This design comes from an exercise in tuning for small area and a short achievable clock period on the open sky130 flow, not from production work. Only simulation tests tie the RTL to the original design; equivalence was not proved. The flow treats the clock pin as an ideal source. Dropping or thinning the clock tree relies on that and would not hold on a real chip. Power figures rest on the tool's default switching activity, not on a simulated workload.

Design debug_top, start of the top module:
module debug_top #(
	parameter int ADDR_W = 6
) (
	input wire logic clk,
	input wire logic reset_i,
	input wire logic tck_i,
	input wire logic tms_i,
	input wire logic tdi_i,
	output logic tdo_o,
	input wire logic rx_bit_i,
	input wire logic rx_valid_i,
	input wire dbg_pkg::sample_t sample_i,
	input wire logic sample_valid_i
);
Size in the first run: roughly 720 flip-flops, roughly 17 I/O pins.
clock: 6.0 ns
lec_check: 0
cap_margin: 20
core_margin: 2
core_utilization: 60
cts_buf_list: sky130_fd_sc_hd__clkbuf_16
cts_cluster_diameter: 80
cts_cluster_size: 25
setup_slack_margin: 3.8
slew_margin: 20
run.sh (not shown) runs the stock make flow with config.mk's settings and CLKGATE_MAP_FILE= SYNTH_SCRIPT=/design/flow/synth_recipe.tcl, a recipe that flattens the netlist after the stock synthesis.
The baseline passed the timing, design-rule and antenna checks.
Next try:
Settings changed: SETUP_SLACK_MARGIN 3.8 to 4.3.
Result:
- worst setup slack is better by 0.081 ns
- hold slack is worse by 0.0043 ns
- core utilization grows by 5.8 points
- final cell count grows by a few percent
- clock power shrinks by a few percent
- design area grows by a little under a tenth
- routed wire length grows by roughly a tenth
Next try:
Settings changed: CORE_UTILIZATION 60 to 70, SETUP_SLACK_MARGIN 4.3 to 4.1.
=> Non-clock buffer count went down by 79; design area goes down by 5.3%; critical path depth stays the same; clock power goes down by about 4%; global-route usage climbs by 4.0 points; maximum frequency drops by 5.5%.
Next try:
Settings changed: CORE_UTILIZATION 70 to 60, CTS_CLUSTER_DIAMETER 80 to 70, CTS_CLUSTER_SIZE 25 to 20, SETUP_SLACK_MARGIN 4.1 to 4.0.
=>
- total power increases by a few percent
- worst setup slack gets better by 0.18 ns
- utilization fell by 12 points
- final cell count increases by a few percent
- final area decreases slightly
- first-iteration DRC count went down by a quarter to a third
- routed wire length falls by a little under a tenth
- clock power is higher by roughly a tenth
- hold slack is about the same
- maximum frequency came out higher by a little under a tenth
Next try:
==> flow/flow/run.sh (new file) <==
#!/bin/bash
# Standard layout (the standard.sh, unchanged synthesis), with clock tree
# synthesis run without dummy balancing loads. ORFS logs stay under orfs/logs;
# the make output goes to standard.log.
set -euo pipefail
bash standard.sh \
	CTS_ARGS="-sink_clustering_enable -repair_clock_nets -sink_clustering_size 25 -sink_clustering_max_diameter 80 -buf_list sky130_fd_sc_hd__clkbuf_16 -dont_use_dummy_load" \
	finish > standard.log 2>&1
==> flow/standard.sh (new file) <==
#!/bin/bash
# synth_recipe.tcl (not shown) runs the flow's synth.tcl, then flattens the netlist and writes it again
# the make line also repeats each setting of config.mk as NAME=value (left out here)
make -C /OpenROAD-flow-scripts/flow DESIGN_CONFIG=/design/flow/config.mk WORK_HOME=/design/flow/orfs CLKGATE_MAP_FILE= SYNTH_SCRIPT=/design/flow/synth_recipe.tcl "${@:-finish}"
Settings changed: CTS_CLUSTER_DIAMETER 70 to 80, CTS_CLUSTER_SIZE 20 to 25, SETUP_SLACK_MARGIN 4.0 to 3.9.
removed: flow/run.sh
What happened: Wire length drops by about 3%. Final cell count shrinks by about 3.2%. Die area does not change. Sequential share of layout area came out higher by 2.0 points. Core utilization went down by 2.4 points. First-iteration DRC count is about the same. Total power is lower by about 5%. Sequential power barely changes. Final area falls by 3.4%. Global-route usage falls by 0.75 points.

* * *

## run Z
Another version of the RTL of debug_top (not shown whole).
Size: roughly 1900 cells after synthesis, roughly 770 flip-flops, about 17 I/O pins, ~30000 µm² of cells after synthesis.
export LEC_CHECK = 0
export CAP_MARGIN = 20
export CORE_MARGIN = 2
export CORE_UTILIZATION = 60
export CTS_BUF_LIST = sky130_fd_sc_hd__clkbuf_16
export CTS_CLUSTER_DIAMETER = 80
export CTS_CLUSTER_SIZE = 25
export SETUP_SLACK_MARGIN = 4.05
export SLEW_MARGIN = 20
create_clock -name core_clock -period 6.0 [get_ports {clk}]
standard.sh (not shown) runs the stock make flow with config.mk's settings and CLKGATE_MAP_FILE= SYNTH_SCRIPT=/design/flow/synth_recipe.tcl, a recipe that flattens the netlist after the stock synthesis.
==> flow/flow/run.sh <==
#!/bin/bash
# Layout flow: the standard flow (standard.sh, unchanged synthesis),
# except that clock tree synthesis builds a two-level tree (flow/mytree.tcl):
# the clock port feeds 4 root clkbuf_16, each driving the clkbuf_16 leaf
# buffers of one quadrant; each leaf drives a cluster of about 24 flip-flops.
# The rest of ORFS's CTS step (placement legalisation, setup/hold repair)
# runs as usual. Each step's make output is logged in this folder; ORFS's
# own per-tool logs are under orfs/logs.
set -euo pipefail
here=$(pwd)

bash standard.sh place > std_1_place.log 2>&1

# ORFS scripts with cts.tcl's clock_tree_synthesis call replaced
mkdir -p scripts_cts
cp -r "$FLOW_HOME"/scripts/. scripts_cts/
sed -i "s#^log_cmd clock_tree_synthesis {\*}\$cts_args#source $here/flow/mytree.tcl; build_clock_tree 24 4; set_propagated_clock [all_clocks]#" scripts_cts/cts.tcl
grep -q "build_clock_tree 24 4" scripts_cts/cts.tcl
bash standard.sh SCRIPTS_DIR="$here/scripts_cts" cts > std_2_cts.log 2>&1

bash standard.sh finish > std_3_finish.log 2>&1
Other scripts of this flow, unchanged in this note and not shown: flow/flow/mytree.tcl
Run Z completed every stage of the flow, and the final layout passed the timing, design-rule and antenna checks.
Changes in run R relative to run Z:
- SETUP_SLACK_MARGIN: 4.05 -> 3.9
- CORE_UTILIZATION: 60 -> 66
--- outcome ---
From run Z to run R the numbers moved as follows: setup slack ~0 delta; power held; aggregate routed wire length went down; final instance area went down. Between run Z and run R, the difference in fraction of the mapped netlist area in compound gates is negligible. Going from run Z to run R, clock skew dropped 6.5 ps; data arrival time of the critical path comparable. Run R did not stop at any stage, and its layout met the timing, design-rule and antenna checks.
In every run of this note, the design's own scripts or RTL, not TritonCTS, make the clock network.

* * *

RTL: one of the versions met above, not the one the previous note started from.
Size: ~1900 cells after synthesis, about 720 flip-flops, ~29000 um^2 of cells after synthesis.
make LEC_CHECK=0 CAP_MARGIN=20 CORE_MARGIN=2 CORE_UTILIZATION=60 SETUP_SLACK_MARGIN=3.7 SLEW_MARGIN=20 finish   # period 6.0 ns
run.sh (not shown) runs the stock make flow with config.mk's settings and CLKGATE_MAP_FILE= SYNTH_SCRIPT=/design/flow/synth_recipe.tcl, a recipe that flattens the netlist after the stock synthesis.
Stock flow here: none of the scripts above is used.
==> next run, changes <==
- CORE_UTILIZATION: 60 -> 50
- CTS_BUF_LIST: not set -> sky130_fd_sc_hd__clkbuf_16
- CTS_CLUSTER_DIAMETER: not set -> 80
- CTS_CLUSTER_SIZE: not set -> 25
- SETUP_SLACK_MARGIN: 3.7 -> 3.9
Die area went up by 20%.
Count of clock-buffer cells in the layout went down by 69.
Global-route usage falls by 4.1 points.
Synthesized area stays the same.
Power goes down by about 13%.
Flip-flop and latch count is unchanged.
Fmax stays flat.
Routed wire length is lower by 1.8%.
Synthesized cell count does not change.

* * *

The RTL this note starts from:
==> flow/design.v <==
package dbg_pkg;
	typedef logic [7:0] sample_t;
	typedef logic [31:0] count_t;
	typedef logic [3:0] ir_t;
	typedef enum logic [3:0] {
		TEST_LOGIC_RESET,
		RUN_TEST_IDLE,
		SELECT_DR,
		CAPTURE_DR,
		SHIFT_DR,
		EXIT1_DR,
		PAUSE_DR,
		EXIT2_DR,
		UPDATE_DR,
		SELECT_IR,
		CAPTURE_IR,
		SHIFT_IR,
		EXIT1_IR,
		PAUSE_IR,
		EXIT2_IR,
		UPDATE_IR
	} tap_state_t;
	localparam ir_t IR_IDCODE   = 4'h1;
	localparam ir_t IR_CTRL     = 4'h2;
	localparam ir_t IR_STATUS   = 4'h3;
	localparam ir_t IR_MEM_ADDR = 4'h4;
	localparam ir_t IR_MEM_DATA = 4'h5;
	localparam ir_t IR_BYPASS   = 4'hF;
	localparam logic [31:0] IDCODE_VAL = 32'h1DB9_0A5F;
	localparam int CTRL_W   = 8;
	localparam int STATUS_W = 65;
	localparam int DR_MAX_W = 65;
endpackage
`timescale 1ns/1ns
`default_nettype none
module debug_top #(
	parameter int ADDR_W = 6
) (
	input wire logic clk,
	input wire logic reset_i,
	input wire logic tck_i,
	input wire logic tms_i,
	input wire logic tdi_i,
	output logic tdo_o,
	input wire logic rx_bit_i,
	input wire logic rx_valid_i,
	input wire dbg_pkg::sample_t sample_i,
	input wire logic sample_valid_i
);
	localparam int DRW = dbg_pkg::DR_MAX_W;
	localparam int DEPTH = 2 ** ADDR_W;
	logic [1:0] tck_sync_q;
	logic [1:0] tms_sync_q;
	logic [1:0] tdi_sync_q;
	logic rise_q;
	logic fall_q;
	always_ff @(posedge clk) begin
		if (reset_i) begin
			tck_sync_q <= '0;
			tms_sync_q <= '1;
			tdi_sync_q <= '0;
			rise_q <= 1'b0;
			fall_q <= 1'b0;
		end else begin
			tck_sync_q <= {tck_sync_q[0], tck_i};
			tms_sync_q <= {tms_sync_q[0], tms_i};
			tdi_sync_q <= {tdi_sync_q[0], tdi_i};
			rise_q <= tck_sync_q[0] & ~tck_sync_q[1];
			fall_q <= ~tck_sync_q[0] & tck_sync_q[1];
		end
	end
	wire tms = tms_sync_q[1];
	wire tdi = tdi_sync_q[1];
	dbg_pkg::tap_state_t state_q;
	dbg_pkg::tap_state_t state_d;
	always_comb begin
		case (state_q)
			dbg_pkg::TEST_LOGIC_RESET: state_d = tms ? dbg_pkg::TEST_LOGIC_RESET : dbg_pkg::RUN_TEST_IDLE;
			dbg_pkg::RUN_TEST_IDLE:    state_d = tms ? dbg_pkg::SELECT_DR : dbg_pkg::RUN_TEST_IDLE;
			dbg_pkg::SELECT_DR:        state_d = tms ? dbg_pkg::SELECT_IR : dbg_pkg::CAPTURE_DR;
			dbg_pkg::CAPTURE_DR,
			dbg_pkg::SHIFT_DR:         state_d = tms ? dbg_pkg::EXIT1_DR : dbg_pkg::SHIFT_DR;
			dbg_pkg::EXIT1_DR:         state_d = tms ? dbg_pkg::UPDATE_DR : dbg_pkg::PAUSE_DR;
			dbg_pkg::PAUSE_DR:         state_d = tms ? dbg_pkg::EXIT2_DR : dbg_pkg::PAUSE_DR;
			dbg_pkg::EXIT2_DR:         state_d = tms ? dbg_pkg::UPDATE_DR : dbg_pkg::SHIFT_DR;
			dbg_pkg::SELECT_IR:        state_d = tms ? dbg_pkg::TEST_LOGIC_RESET : dbg_pkg::CAPTURE_IR;
			dbg_pkg::CAPTURE_IR,
			dbg_pkg::SHIFT_IR:         state_d = tms ? dbg_pkg::EXIT1_IR : dbg_pkg::SHIFT_IR;
			dbg_pkg::EXIT1_IR:         state_d = tms ? dbg_pkg::UPDATE_IR : dbg_pkg::PAUSE_IR;
			dbg_pkg::PAUSE_IR:         state_d = tms ? dbg_pkg::EXIT2_IR : dbg_pkg::PAUSE_IR;
			dbg_pkg::EXIT2_IR:         state_d = tms ? dbg_pkg::UPDATE_IR : dbg_pkg::SHIFT_IR;
			default:                   state_d = tms ? dbg_pkg::SELECT_DR : dbg_pkg::RUN_TEST_IDLE;
		endcase
	end
	wire st_tlr    = (state_q == dbg_pkg::TEST_LOGIC_RESET);
	wire st_cap_dr = (state_q == dbg_pkg::CAPTURE_DR);
	wire st_sh_dr  = (state_q == dbg_pkg::SHIFT_DR);
	wire st_upd_dr = (state_q == dbg_pkg::UPDATE_DR);
	wire st_cap_ir = (state_q == dbg_pkg::CAPTURE_IR);
	wire st_sh_ir  = (state_q == dbg_pkg::SHIFT_IR);
	wire st_upd_ir = (state_q == dbg_pkg::UPDATE_IR);
	logic [DRW-1:0] dr_sr;
	logic [DRW-1:0] dr_cap;
	dbg_pkg::ir_t ir_q;
	logic [6:0] shift_cnt_q;
	logic [7:0] first_q;
	logic [7:0] upd_val;
	always_ff @(posedge clk) begin
		if (rise_q) begin
			if (st_cap_ir)
				dr_sr <= {4'b0001, {(DRW - 4){1'b0}}};
			else if (st_cap_dr)
				dr_sr <= dr_cap;
			else if (st_sh_dr || st_sh_ir)
				dr_sr <= {tdi, dr_sr[DRW-1:1]};
		end
	end
	always_ff @(posedge clk) begin
		if (rise_q && st_cap_dr) begin
			shift_cnt_q <= '0;
			first_q <= '0;
		end else if (rise_q && st_sh_dr) begin
			if (shift_cnt_q != 7'(DRW))
				shift_cnt_q <= shift_cnt_q + 1'b1;
			if (shift_cnt_q[6:3] == 4'd0)
				first_q[shift_cnt_q[2:0]] <= tdi;
		end
	end
	assign upd_val = (shift_cnt_q == 7'(DRW)) ? dr_sr[7:0] : first_q;
	wire is_idcode = (ir_q == dbg_pkg::IR_IDCODE);
	wire is_ctrl   = (ir_q == dbg_pkg::IR_CTRL);
	wire is_status = (ir_q == dbg_pkg::IR_STATUS);
	wire is_addr   = (ir_q == dbg_pkg::IR_MEM_ADDR);
	wire is_data   = (ir_q == dbg_pkg::IR_MEM_DATA);
	wire is_bypass = (ir_q == dbg_pkg::IR_BYPASS);
	always_ff @(posedge clk) begin
		if (reset_i) begin
			state_q <= dbg_pkg::TEST_LOGIC_RESET;
			ir_q <= dbg_pkg::IR_IDCODE;
			tdo_o <= 1'b0;
		end else begin
			if (st_tlr)
				ir_q <= dbg_pkg::IR_IDCODE;
			if (rise_q) begin
				state_q <= state_d;
				if (st_upd_ir)
					ir_q <= dr_sr[DRW-1:DRW-4];
			end
			if (fall_q) begin
				if (st_sh_ir)
					tdo_o <= dr_sr[DRW-4];
				else if (st_sh_dr)
					tdo_o <= is_bypass ? dr_sr[DRW-1] : dr_sr[0];
				else
					tdo_o <= 1'b0;
			end
		end
	end
	logic [7:1] ctrl_q;
	logic cap_arm_q;
	logic rd_req_q;
	logic [ADDR_W-1:0] rd_addr_q;
	dbg_pkg::sample_t data_q;
	logic wr_en_q;
	logic cap_done_q;
	dbg_pkg::count_t correct_q;
	dbg_pkg::count_t total_q;
	wire upd = rise_q && st_upd_dr;
	wire rd_grant = rd_req_q && !wr_en_q;
	always_ff @(posedge clk) begin
		if (reset_i) begin
			ctrl_q <= '0;
			cap_arm_q <= 1'b0;
			rd_req_q <= 1'b0;
			rd_addr_q <= '0;
		end else begin
			cap_arm_q <= 1'b0;
			if (upd && is_ctrl) begin
				ctrl_q <= upd_val[7:1];
				cap_arm_q <= upd_val[0];
			end
			if (rd_grant)
				rd_req_q <= 1'b0;
			if (upd && is_addr) begin
				rd_addr_q <= upd_val[ADDR_W-1:0];
				rd_req_q <= 1'b1;
			end
		end
	end
	always_comb begin
		dr_cap = '0;
		if (is_idcode)
			dr_cap[31:0] = dbg_pkg::IDCODE_VAL;
		else if (is_ctrl)
			dr_cap[7:0] = {ctrl_q, 1'b0};
		else if (is_status)
			dr_cap = {cap_done_q, correct_q, total_q};
		else if (is_addr)
			dr_cap[ADDR_W-1:0] = rd_addr_q;
		else if (is_data)
			dr_cap[7:0] = data_q;
	end
	dbg_pkg::sample_t mem [DEPTH];
	dbg_pkg::sample_t wr_data_q;
	logic cap_active_q;
	logic [ADDR_W-1:0] wr_ptr_q;
	always_ff @(posedge clk) begin
		if (wr_en_q)
			mem[wr_ptr_q] <= wr_data_q;
	end
	always_ff @(posedge clk) begin
		if (rd_grant)
			data_q <= mem[rd_addr_q];
	end
	wire cap_take = cap_active_q && sample_valid_i;
	always_ff @(posedge clk) begin
		wr_data_q <= sample_i;
		if (reset_i) begin
			cap_active_q <= 1'b0;
			wr_ptr_q <= '1;
			wr_en_q <= 1'b0;
			cap_done_q <= 1'b0;
		end else begin
			wr_en_q <= 1'b0;
			if (cap_arm_q) begin
				cap_active_q <= 1'b1;
				wr_ptr_q <= '1;
				cap_done_q <= 1'b0;
			end else if (cap_take) begin
				wr_en_q <= 1'b1;
				wr_ptr_q <= wr_ptr_q + 1'b1;
				if (wr_ptr_q == ADDR_W'(DEPTH - 2)) begin
					cap_active_q <= 1'b0;
					cap_done_q <= 1'b1;
				end
			end
		end
	end
	logic [6:0] hist_q;
	logic [2:0] seen_q;
	wire predicted = hist_q[5] ^ hist_q[6];
	wire primed = (seen_q == 3'd7);
	always_ff @(posedge clk) begin
		if (reset_i || !ctrl_q[1]) begin
			hist_q <= '0;
			seen_q <= '0;
			correct_q <= '0;
			total_q <= '0;
		end else if (rx_valid_i) begin
			hist_q <= {hist_q[5:0], rx_bit_i};
			if (primed) begin
				total_q <= total_q + 1'b1;
				if (rx_bit_i == predicted)
					correct_q <= correct_q + 1'b1;
			end else begin
				seen_q <= seen_q + 1'b1;
			end
		end
	end
endmodule
`default_nettype wire
Settings: LEC_CHECK=0, CAP_MARGIN=20, CORE_MARGIN=2, CORE_UTILIZATION=65, CTS_BUF_LIST=sky130_fd_sc_hd__clkbuf_16, CTS_CLUSTER_DIAMETER=80, CTS_CLUSTER_SIZE=25, SETUP_SLACK_MARGIN=3.9, SLEW_MARGIN=20; clock period 6.0 ns.
Rerun with:
CORE_UTILIZATION = 60   (was 65)
PLACE_DENSITY = 0.75   (was default)
Design area came out lower by 0.50%.
Synthesized cell count is unchanged.
Die area came out higher by 8.2%.
Clock power came out higher by about 5%.
Routed wire length came out lower by 1.8%.
Hold slack gains 6.9 ps.
Setup slack barely changes.
Total power came out higher by 1.7%.
Via count came out higher by 0.58%.
Global-route usage came out lower by 2.6 points.

[static timing again, ports no longer ideal]
How much do the figures lean on ideal ports? The routed layouts below were timed once more, with nothing changed but the port constraints.
Step 1 assumes that a clkbuf_16 drives the clock port and a buf_2 every other input.
Step 2, shift: input delay + t, output delay - t, t = (earliest + latest rising clock arrival at the registers) / 2. This alone moves slack from input paths to output paths.
a / b / c = ideal ports / drivers / drivers and shift; a / b = the first two.
| run | t (ns) | setup WS [ns] | latest minus earliest clock arrival (ns) | pins driven straight from the clock port |
|---|---|---|---|---|
| the first run of note 1 | 0.648 | 3.547 / 3.547 / 3.148 | 0.026 / 0.026 | 1 |
| the second run of note 1 | 0.647 | 3.628 / 3.628 / 3.049 | 0.022 / 0.023 | 1 |
| the third run of note 1 | 0.639 | 3.489 / 3.489 / 3.057 | 0.052 / 0.052 | 1 |
| the fourth run of note 1 | 0.658 | 3.668 / 3.668 / 3.188 | 0.041 / 0.040 | 1 |
| the fifth run of note 1 | 0.638 | 3.633 / 3.633 / 3.149 | 0.049 / 0.048 | 1 |
| run Z | 0.506 | 3.931 / 3.852 / 3.755 | 0.051 / 0.052 | 4 |
| run R | 0.492 | 3.932 / 3.864 / 3.694 | 0.045 / 0.045 | 4 |
| the first run of note 3 | 0.655 | 3.552 / 3.552 / 3.104 | 0.021 / 0.021 | 1 |
| the second run of note 3 | 0.647 | 3.549 / 3.549 / 3.103 | 0.028 / 0.028 | 1 |
| the first run of note 4 | 0.638 | 3.653 / 3.653 / 3.214 | 0.024 / 0.024 | 1 |
| the second run of note 4 | 0.647 | 3.652 / 3.652 / 3.078 | 0.035 / 0.035 | 1 |
After both steps setup and hold are still met in every run listed. The setup slack of the second run of note 1, which loses most, moves by 0.000 ns with the drivers and by -0.579 ns with both steps.
